This is an optimization exercise on Yosys and OpenROAD, whose aim is small area, a short achievable clock period and few clock cycles, not a production implementation. Only simulation tests tie the RTL to the original design; equivalence was not proved.

== run 1 ==
Design line_follower_turn_sequencer, start of the top module:
module line_follower_turn_sequencer
(
	input  wire                clk,
	input  wire                arst_n,
	input  wire                in_valid,
	output wire                in_ready,
	input  wire                in_ir_outer_left,
	input  wire                in_ir_inner_left,
	input  wire                in_ir_middle,
	input  wire                in_ir_inner_right,
	input  wire                in_ir_outer_right,
	input  wire                in_ir_park,
	input  wire signed [15:0]  in_yaw_rate,
	input  wire [31:0]         in_time_us,
	output wire                out_valid,
	input  wire                out_ready,
	output wire signed [7:0]   out_left_power,
	output wire signed [7:0]   out_right_power,
	output wire [2:0]          out_next_mode,
	input  wire                cfg_valid,
	output wire                cfg_ready,
	input  wire [1:0]          cfg_reg_index,
	input  wire [19:0]         cfg_wdata
);
	localparam int CAP = 7;     
	localparam int QD  = 6;     
	localparam int QA  = 3;     
	localparam logic [22:0] DEG_UNIT = 23'd15625;   
	logic [19:0] period_q;
	logic [22:0] thr_t_q;
	logic [22:0] thr_b_q;
	logic        cfg_ready_q;
	logic        wr_angle;
	assign wr_angle  = cfg_valid && cfg_ready_q && !cfg_reg_index[1];
	assign cfg_ready = cfg_ready_q;
	always_ff @(posedge clk or negedge arst_n) begin
		if (!arst_n) begin
			period_q    <= lfts_pkg::PERIOD_RST;
			cfg_ready_q <= 1'b1;
  ...
Size in the first run: roughly 2200 cells after synthesis, ~100 I/O pins.
Settings: LEC_CHECK=0, CAP_MARGIN=20, CORE_MARGIN=2, CORE_UTILIZATION=40, SETUP_SLACK_MARGIN=5, SLEW_MARGIN=20; clock period 8.0 ns.
run.sh (not shown) runs the stock make flow with config.mk's settings and CLKGATE_MAP_FILE= SYNTH_SCRIPT=/design/flow/synth_recipe.tcl, a recipe that flattens the netlist after the stock synthesis.
Testbench counts of run 1, summed over its fixed seeds: cycles 35,495.
Relative to run 1, the following input files were edited for run 2:
Settings: CTS_BUF_LIST now sky130_fd_sc_hd__clkbuf_4 sky130_fd_sc_hd__clkbuf_8, previously not set; SETUP_SLACK_MARGIN now 4.5, was 5.
==> summary.txt <==
Run 2: done, clean on timing, DRC and antenna. Run 2 has area of all placed cells without fillers below what run 1 had. The maximum frequency number comes out lower for run 2 vs run 1. [compare] base=run 1 new=run 2: final critical delay including setup and external delays saw an increase, met2 usage in global routing saw a decrease.
#### Input delta (run 3 over run 2)
Settings: a deleted CTS_BUF_LIST that had been sky130_fd_sc_hd__clkbuf_4 sky130_fd_sc_hd__clkbuf_8.
==> comparison <==
- Number of diodes added for antenna fixing: run 3 vs run 2 down 1
- ~same overall fraction of global-route tracks in use in run 3 and run 2
- In terms of routed wire length, run 2 and run 3 differ only marginally.
- Looking at number of fill cells, run 3 sits about 0.33% higher than run 2 does.
- Status: post-CTS setup-driven buffer insertion count parity (run 3, run 2)
- Status: die area parity (run 2, run 3)


Another version of the RTL of line_follower_turn_sequencer (not shown whole).
Size in the first run: about 2100 cells after synthesis, ~100 I/O pins.
Design line_follower_turn_sequencer, start of the top module:
module line_follower_turn_sequencer
(
	input  wire                clk,
	input  wire                arst_n,
	input  wire                in_valid,
	output wire                in_ready,
	input  wire                in_ir_outer_left,
	input  wire                in_ir_inner_left,
	input  wire                in_ir_middle,
	input  wire                in_ir_inner_right,
	input  wire                in_ir_outer_right,
	input  wire                in_ir_park,
	input  wire signed [15:0]  in_yaw_rate,
	input  wire [31:0]         in_time_us,
	output wire                out_valid,
	input  wire                out_ready,
	output wire signed [7:0]   out_left_power,
	output wire signed [7:0]   out_right_power,
	output wire [2:0]          out_next_mode,
	input  wire                cfg_valid,
	output wire                cfg_ready,
	input  wire [1:0]          cfg_reg_index,
	input  wire [19:0]         cfg_wdata
);
	localparam int CAP = 7;     
	localparam int QD  = 6;     
	localparam int QA  = 3;     
	localparam logic [22:0] DEG_UNIT = 23'd15625;   
	logic [19:0] period_q;
	logic [22:0] thr_t_q;
	logic [22:0] thr_b_q;
	logic        cfg_ready_q;
	logic        wr_angle;
	assign wr_angle  = cfg_valid && cfg_ready_q && !cfg_reg_index[1];
	assign cfg_ready = cfg_ready_q;
	always_ff @(posedge clk or negedge arst_n) begin
		if (!arst_n) begin
			period_q    <= lfts_pkg::PERIOD_RST;
			cfg_ready_q <= 1'b0;    
		end else begin
  ...
clock: 8.0 ns
lec_check: 0
cap_margin: 20
core_margin: 2
core_utilization: 60
cts_cluster_diameter: 150
cts_cluster_size: 30
setup_slack_margin: 4.8
slew_margin: 20
tns_end_percent: 10
The baseline completed with no timing, DRC or antenna violations.
Testbench counts at the start, summed over its fixed seeds: cycles 35,495.
Next try:
--- a/flow/config.mk
+++ b/flow/config.mk
@@ -8,0 +9,2 @@
+export CELL_PAD_IN_SITES_DETAIL_PLACEMENT = 0
+export CELL_PAD_IN_SITES_GLOBAL_PLACEMENT = 0
@@ -13 +15 @@
-export SETUP_SLACK_MARGIN = 4.8
+export SETUP_SLACK_MARGIN = 5
After rerunning:
- routed wire length is higher slightly
- synthesized area is unchanged
- clock-buffer cell count is higher by 1
- clock skew is lower by 0.013 ns
- design area is higher slightly
- first-iteration DRC count is lower by roughly a tenth
- register-to-register slack improves by 0.08 ns
- global-route usage hardly moves
- synthesized cell count is unchanged

-- separate check: timing with driven ports --
In the flow no input, the clock included, has a driving cell. The finished layouts below were timed again as built, in two steps. Step 1 assumes that a clkbuf_16 drives the clock port and a buf_2 every other input. Step 2 moves the port delays by t, midway between the first and last clock arrival at a register: inputs arrive t later, outputs are due t later. That takes back most of the time a late clock gives input paths. Three values: ideal ports, drivers, drivers and shift; two values: the first two.
| run | shift t [ns] | setup WS [ns] | hold slack, ns | pins driven straight from the clock port |
|---|---|---|---|---|
| run 1 | 0.630 | 4.661 / 4.661 / 4.497 | 0.320 / 0.320 / 0.320 | 1 |
| run 2 | 0.671 | 4.645 / 4.619 / 4.164 | 0.324 / 0.324 / 0.324 | 1 |
| run 3 | 0.612 | 4.648 / 4.648 / 4.172 | 0.320 / 0.320 / 0.320 | 1 |
| the first run of note 2 | 0.581 | 4.832 / 4.778 / 4.350 | 0.336 / 0.336 / 0.336 | 1 |
| the second run of note 2 | 0.577 | 4.947 / 4.892 / 4.402 | 0.339 / 0.339 / 0.339 | 1 |
After both steps setup and hold are still met in every run listed. The setup slack of the second run of note 2, which loses most, moves by -0.055 ns with the drivers and by -0.545 ns with both steps.
